Background: an optimization exercise with open tools, aiming at small area, a short achievable clock period and few clock cycles per item. Do not read the settings as production practice. Only simulation tests tie the RTL to the original design; equivalence was not proved. The clock input has no modelled driver; a real chip could not lean on it and would need a root buffer or a full tree. Power and IR drop assume default switching activity.

v20:
Design page_slot_directory_top, start of the top module:
module page_slot_directory_top #(
	parameter int SLOT_COUNT = psd_pkg::SLOT_COUNT_DEF
) (
	input  wire logic                          clk,
	input  wire logic                          arst_n,
	input  wire logic                          start,
	output logic                               busy,
	input  wire logic                          operation,
	input  wire logic [psd_pkg::PAGE_W-1:0]    page_id,
	output logic                               done,
	output logic [psd_pkg::STATUS_W-1:0]       status,
	output logic [psd_pkg::SLOT_W-1:0]         slot
);
==> flow/config.mk <==
export PLATFORM = sky130hd
export DESIGN_NAME = page_slot_directory_top
export DESIGN_NICKNAME = page_slot_directory_top
export VERILOG_FILES = /design/flow/design.v
export SDC_FILE = /design/flow/constraint.sdc
export NUM_CORES = 4
export LEC_CHECK = 0
export CAP_MARGIN = 20
export CORE_MARGIN = 2
export CORE_UTILIZATION = 65
export PLACE_DENSITY = 0.72
export SETUP_SLACK_MARGIN = 3.1
export SLEW_MARGIN = 20
==> flow/constraint.sdc <==
create_clock -name core_clock -period 5.0 [get_ports {clk}]
set_input_delay 1.0000 -clock core_clock [delete_from_list [all_inputs] [get_ports {clk}]]
set_output_delay 1.0000 -clock core_clock [all_outputs]
set_load 0.01 [all_outputs]
standard.sh (not shown) runs the stock make flow with config.mk's settings and CLKGATE_MAP_FILE= SYNTH_SCRIPT=/design/flow/synth_recipe.tcl, a recipe that flattens the netlist after the stock synthesis.
==> flow/flow/run.sh <==
#!/bin/bash
set -euo pipefail
here=$(cd "$(dirname "$0")" && pwd)
export BUFFER_PORTS_ARGS="-buffer_cell sky130_fd_sc_hd__buf_4"
export MATCH_CELL_FOOTPRINT=0
export POST_CTS_TCL="$here/split_root.tcl"
args=("BUFFER_PORTS_ARGS=$BUFFER_PORTS_ARGS" "MATCH_CELL_FOOTPRINT=0" "POST_CTS_TCL=$POST_CTS_TCL")
if [[ -f "$here/cts_args" ]]; then
  export CTS_ARGS="$(tr '\n' ' ' < "$here/cts_args")"
  args+=("CTS_ARGS=$CTS_ARGS")
fi
bash standard.sh "${args[@]}" finish > flow_make.log 2>&1
==> flow/flow/cts_args <==
-sink_clustering_enable -repair_clock_nets -sink_clustering_size 44 -sink_clustering_max_diameter 60 -dont_use_dummy_load
Other scripts of this flow, unchanged in this note and not shown: flow/flow/split_root.tcl
Testbench counts of v20, summed over its fixed seeds: cycles 16,024, items 16,000.
For v3, these inputs were changed with respect to v20:
Settings: changing CORE_UTILIZATION from 65 to 68; changing PLACE_DENSITY from 0.72 to 0.76; changing SETUP_SLACK_MARGIN from 3.1 to 3.15.
[summary]
On peak clock frequency supported by timing, v3 tracks v20 almost exactly. Cmp v3 vs v20: sum of met3 wire segment lengths after detailed routing lower in v3. v3 vs v20 — power dissipated by switching net loads dropped 0.86%. On proportion of power drawn by combinational gates, v20 and v3 are neck and neck. Looking at first element of the critical path, the u_datapath.page_c[24] result is from v20; the u_datapath.slot_q[3] one comes from v3. The clock skew in v3 sits 8.5 ps below the value recorded for v20.
### v3 -> v26
Settings: changing SETUP_SLACK_MARGIN from 3.15 to 3.1; changing CORE_UTILIZATION from 68 to 65; changing PLACE_DENSITY from 0.76 to 0.75.
## What came out
Looking at overall via count from detail_route, v26 sits 0.68% above v3.
Area: v26 vs v3 -> v26 smaller
Diff v26..v3 | count of buffering cells on the critical path with inverters included | unchanged
The run with more setup slack is v26; v3 has less.
### v26 -> v25
==> flow/flow/cts_args <==
-sink_clustering_enable -repair_clock_nets -sink_clustering_size 30 -sink_clustering_max_diameter 45 -dont_use_dummy_load
On via count of the first global-routing pass: between v26 and v25, it ends up higher for v25. Maximum achievable frequency ends up lower on v25. Delta (v25 minus v26): post-route worst hold slack now sits lower; fraction of area in multi-input gates now sits lower. Taking v26 as the reference, in v25 part of the power in registers lower, layout-stage area growth over the synthesis result shows an increase of 1.2 points, fraction of standard cell area that is sequential -0.75 points, design area shows an increase of 310 µm². Wire length of the first global-routing pass, v26 and v25: larger value in v25. Of v26 and v25, v26 shows the higher first-pass iteration count of the detailed router, with v25 below it.
Relative to v25, the following input files were edited for v13:
Settings: changing SETUP_SLACK_MARGIN from 3.1 to 3.3.
==> flow/flow/cts_args <==
-sink_clustering_enable -repair_clock_nets -sink_clustering_size 44 -sink_clustering_max_diameter 60 -dont_use_dummy_load
--- outcome ---
- Summary of the comparison: worst-case hold slack is higher in v13, relative to v25.
- Diff v25 -> v13: final design instance area without fill saw an increase; total length of routed wires up 6.5%; portion of the clock cycle consumed by the worst path in the final layout shrank by 1.0 points.
- Compared with v25, v13 shows a higher number of nets in the final layout.
- Compared with v25, v13 shows a lower clock-cell share of area.
- Comparing v13 against v25, there is no change at all in number of primary I/O pins.
- As of v13, multi-input combinational cell area had risen by more than 10% compared to v25.

---

The RTL this note starts from:
==> flow/design.v <==
`default_nettype none
package psd_pkg;
	localparam int SLOT_COUNT_DEF = 16;
	localparam int PAGE_W   = 32;
	localparam int STATUS_W = 3;
	localparam int SLOT_W   = 4;
	typedef enum logic {
		OP_GET    = 1'b0,
		OP_REMOVE = 1'b1
	} op_t;
	typedef enum logic [STATUS_W-1:0] {
		ST_HIT     = 3'd0,
		ST_LOAD    = 3'd1,
		ST_FULL    = 3'd2,
		ST_REMOVED = 3'd3,
		ST_ABSENT  = 3'd4
	} status_t;
	typedef enum logic {
		S_IDLE    = 1'b0,
		S_RESOLVE = 1'b1
	} state_t;
	typedef struct packed {
		logic capture;
		logic resolve;
	} psd_cmd_t;
endpackage
`default_nettype wire
`default_nettype none
module psd_ctrl (
	input  wire logic              clk,
	input  wire logic              arst_n,
	input  wire logic              start,
	output logic                   busy,
	output psd_pkg::psd_cmd_t      cmd
);
	logic cmp_q;
	logic res_q;
	always_ff @(posedge clk or negedge arst_n) begin
		if (!arst_n) begin
			cmp_q <= 1'b0;
			res_q <= 1'b0;
		end else begin
			cmp_q <= start;
			res_q <= cmp_q;
		end
	end
	assign busy        = 1'b0;
	assign cmd.capture = start;
	assign cmd.resolve = res_q;
endmodule
`default_nettype wire
`default_nettype none
module psd_datapath #(
	parameter int SLOT_COUNT = psd_pkg::SLOT_COUNT_DEF
) (
	input  wire logic                          clk,
	input  wire logic                          arst_n,
	input  wire psd_pkg::psd_cmd_t             cmd,
	input  wire logic                          operation,
	input  wire logic [psd_pkg::PAGE_W-1:0]    page_id,
	output logic                               done,
	output logic [psd_pkg::STATUS_W-1:0]       status,
	output logic [psd_pkg::SLOT_W-1:0]         slot
);
	localparam int IDX_W = (SLOT_COUNT > 1) ? $clog2(SLOT_COUNT) : 1;
	logic [SLOT_COUNT-1:0]           valid_q;
	logic [psd_pkg::PAGE_W-1:0]      page_q [SLOT_COUNT];
	logic                            op_c;
	logic [psd_pkg::PAGE_W-1:0]      page_c;
	logic                            op_r;
	logic [psd_pkg::PAGE_W-1:0]      page_r;
	logic [SLOT_COUNT-1:0]           match_r;   
	logic                            same_r;    
	logic                            prev_present;
	logic [SLOT_COUNT-1:0]           prev_onehot;
	logic [SLOT_COUNT-1:0]           match;
	logic [SLOT_COUNT-1:0]           first_free;
	logic [SLOT_COUNT-1:0]           valid_hit;
	logic [SLOT_COUNT-1:0]           valid_miss;
	logic                            below_full;
	logic                            hit_any;
	logic                            free_any;
	logic [IDX_W-1:0]                cmp_idx;
	logic [IDX_W-1:0]                hit_idx;
	logic [IDX_W-1:0]                free_idx;
	logic [psd_pkg::STATUS_W-1:0]    status_d;
	logic [psd_pkg::SLOT_W-1:0]      slot_d;
	logic                            done_q;
	logic [psd_pkg::STATUS_W-1:0]    status_q;
	logic [psd_pkg::SLOT_W-1:0]      slot_q;
	always_ff @(posedge clk) begin
		op_c   <= operation;
		page_c <= page_id;
	end
	always_ff @(posedge clk) begin
		op_r   <= op_c;
		page_r <= page_c;
		same_r <= cmd.resolve && (page_c == page_r);
		for (int k = 0; k < SLOT_COUNT; k++) begin
			match_r[k] <= valid_q[k] && (page_q[k] == page_c);
		end
	end
	always_comb begin
		prev_present = (status_q == psd_pkg::ST_HIT) || (status_q == psd_pkg::ST_LOAD);
		for (int k = 0; k < SLOT_COUNT; k++) begin
			prev_onehot[k] = prev_present && (slot_q == psd_pkg::SLOT_W'(k));
		end
	end
	always_comb begin
		match   = same_r ? prev_onehot : match_r;
		hit_any = same_r ? prev_present : |match_r;
		cmp_idx = '0;
		for (int k = 0; k < SLOT_COUNT; k++) begin
			if (match_r[k]) begin
				cmp_idx = cmp_idx | IDX_W'(k);
			end
		end
		hit_idx  = same_r ? IDX_W'(slot_q) : cmp_idx;
		free_idx = '0;
		for (int k = SLOT_COUNT - 1; k >= 0; k--) begin
			if (!valid_q[k]) begin
				free_idx = IDX_W'(k);
			end
		end
		below_full = 1'b1;
		for (int k = 0; k < SLOT_COUNT; k++) begin
			first_free[k] = !valid_q[k] && below_full;
			below_full    = below_full && valid_q[k];
		end
		free_any = !(&valid_q);
	end
	always_comb begin
		status_d = psd_pkg::ST_ABSENT;
		slot_d   = '0;
		if (op_r == psd_pkg::OP_GET) begin
			if (hit_any) begin
				status_d = psd_pkg::ST_HIT;
				slot_d   = psd_pkg::SLOT_W'(hit_idx);
			end else if (free_any) begin
				status_d = psd_pkg::ST_LOAD;
				slot_d   = psd_pkg::SLOT_W'(free_idx);
			end else begin
				status_d = psd_pkg::ST_FULL;
			end
		end else begin
			if (hit_any) begin
				status_d = psd_pkg::ST_REMOVED;
				slot_d   = psd_pkg::SLOT_W'(hit_idx);
			end
		end
	end
	always_comb begin
		for (int k = 0; k < SLOT_COUNT; k++) begin
			valid_hit[k]  = valid_q[k] && !(cmd.resolve && (op_r == psd_pkg::OP_REMOVE) && match[k]);
			valid_miss[k] = valid_q[k] || (cmd.resolve && (op_r == psd_pkg::OP_GET) && first_free[k]);
		end
	end
	always_ff @(posedge clk or negedge arst_n) begin
		if (!arst_n) begin
			valid_q <= '0;
		end else begin
			valid_q <= hit_any ? valid_hit : valid_miss;
		end
	end
	always_ff @(posedge clk) begin
		for (int k = 0; k < SLOT_COUNT; k++) begin
			if (!valid_q[k]) begin
				page_q[k] <= page_r;
			end
		end
	end
	always_ff @(posedge clk or negedge arst_n) begin
		if (!arst_n) begin
			done_q <= 1'b0;
		end else begin
			done_q <= cmd.resolve;
		end
	end
	always_ff @(posedge clk) begin
		status_q <= status_d;
		slot_q   <= slot_d;
	end
	assign done   = done_q;
	assign status = status_q;
	assign slot   = slot_q;
endmodule
`default_nettype wire
`default_nettype none
module page_slot_directory_top #(
	parameter int SLOT_COUNT = psd_pkg::SLOT_COUNT_DEF
) (
	input  wire logic                          clk,
	input  wire logic                          arst_n,
	input  wire logic                          start,
	output logic                               busy,
	input  wire logic                          operation,
	input  wire logic [psd_pkg::PAGE_W-1:0]    page_id,
	output logic                               done,
	output logic [psd_pkg::STATUS_W-1:0]       status,
	output logic [psd_pkg::SLOT_W-1:0]         slot
);
	psd_pkg::psd_cmd_t cmd;
	psd_ctrl u_ctrl (
		.clk    (clk),
		.arst_n (arst_n),
		.start  (start),
		.busy   (busy),
		.cmd    (cmd)
	);
	psd_datapath #(
		.SLOT_COUNT (SLOT_COUNT)
	) u_datapath (
		.clk       (clk),
		.arst_n    (arst_n),
		.cmd       (cmd),
		.operation (operation),
		.page_id   (page_id),
		.done      (done),
		.status    (status),
		.slot      (slot)
	);
endmodule
`default_nettype wire
export LEC_CHECK = 0
export CAP_MARGIN = 20
export CORE_MARGIN = 2
export CORE_UTILIZATION = 65
export PLACE_DENSITY = 0.75
export SETUP_SLACK_MARGIN = 3.05
export SLEW_MARGIN = 20
create_clock -name core_clock -period 5.0 [get_ports {clk}]
==> flow/flow/run.sh <==
#!/bin/bash
set -euo pipefail
here=$(cd "$(dirname "$0")" && pwd)
args=("BUFFER_PORTS_ARGS=-buffer_cell sky130_fd_sc_hd__buf_4" "MATCH_CELL_FOOTPRINT=0")
export BUFFER_PORTS_ARGS="-buffer_cell sky130_fd_sc_hd__buf_4"
export MATCH_CELL_FOOTPRINT=0
if [[ -f "$here/cts_args" ]]; then
  export CTS_ARGS="$(tr '\n' ' ' < "$here/cts_args")"
  args+=("CTS_ARGS=$CTS_ARGS")
fi
bash standard.sh "${args[@]}" finish > flow_make.log 2>&1
==> flow/flow/cts_args <==
-sink_clustering_enable -repair_clock_nets -sink_clustering_size 44 -sink_clustering_max_diameter 60 -dont_use_dummy_load
The baseline completed without violations.
Testbench counts at the start, summed over its fixed seeds: cycles 16,024, items 16,000.
Change:
- SETUP_SLACK_MARGIN: 3.05 -> 2.95
The changed run produced a clean layout.
Sequential share of layout area climbs by 0.17 points.
Flip-flop and latch count is unchanged.
Wire length stays flat.
Via count rose by about 0.4%.
Final area falls by about 0.4%.
Setup slack got worse by 0.019 ns.
Clock skew hardly moves.
Change:
- SETUP_SLACK_MARGIN: 2.95 -> 3.15
Result:
- utilization is higher by 0.98 points
- total power goes up by 0.32%
- final area climbs by 1.4%
- die area stays the same
- synthesized cell count does not change
- setup slack improves by 0.019 ns
- first-iteration DRC count rises by 2.9%
- final cell count went up by 0.32%
- wire length goes up by 0.59%
- fmax went up by 0.96%
- via count is higher by 0.73%
Change:
- SETUP_SLACK_MARGIN: 3.15 -> 3.1
Effect: Worst setup slack gets worse by 0.0034 ns; sequential share of layout area goes up by 0.12 points; clock-buffer cell count does not change.
Change:
- SETUP_SLACK_MARGIN: 3.1 -> 3.2
=> The new run finished clean. Cell area grows by 1.0%. Wire length rose by 0.78%. Count of clock-buffer cells in the layout stays the same. Worst setup slack hardly moves. Power rises by 0.37%. Die area is unchanged. Via count goes up by 1.2%.

what the ideal ports hide:
No port has a modelled driver above. Below, the same layouts with a new extraction and two added sets of constraints.
Step 1: set_driving_cell puts a clkbuf_16 on clk and a buf_2 on each other input, an assumption about the parent block.
Step 2 times the ports against the registers' clock, not the clock port: input delays grow and output delays shrink by t, the midpoint of the rising clock arrivals with the driver on.
Slacks: ideal ports / drivers / drivers and shift; pairs: ideal ports / drivers.
run	t (ns)	setup slack, ns	worst setup path at the end	worst slew at a driven data input, ns
v20	0.549	3.035 / 2.957 / 3.035	register to register	0.04
v3	0.546	3.038 / 2.959 / 3.171	register to register	0.04
v26	0.545	3.058 / 2.980 / 3.109	register to register	0.04
v25	0.605	2.986 / 2.911 / 3.107	register to register	0.05
v13	0.557	3.037 / 2.961 / 3.186	register to register	0.07
the first run of note 2	0.611	2.986 / 2.929 / 3.055	register to register	0.04
the second run of note 2	0.611	2.967 / 2.911 / 2.994	register to register	0.04
the third run of note 2	0.613	2.986 / 2.930 / 3.169	register to register	0.05
the fourth run of note 2	0.613	2.983 / 2.926 / 3.088	register to register	0.04
the fifth run of note 2	0.614	2.982 / 2.926 / 3.180	register to register	0.05
After both steps every run listed still meets setup and hold.
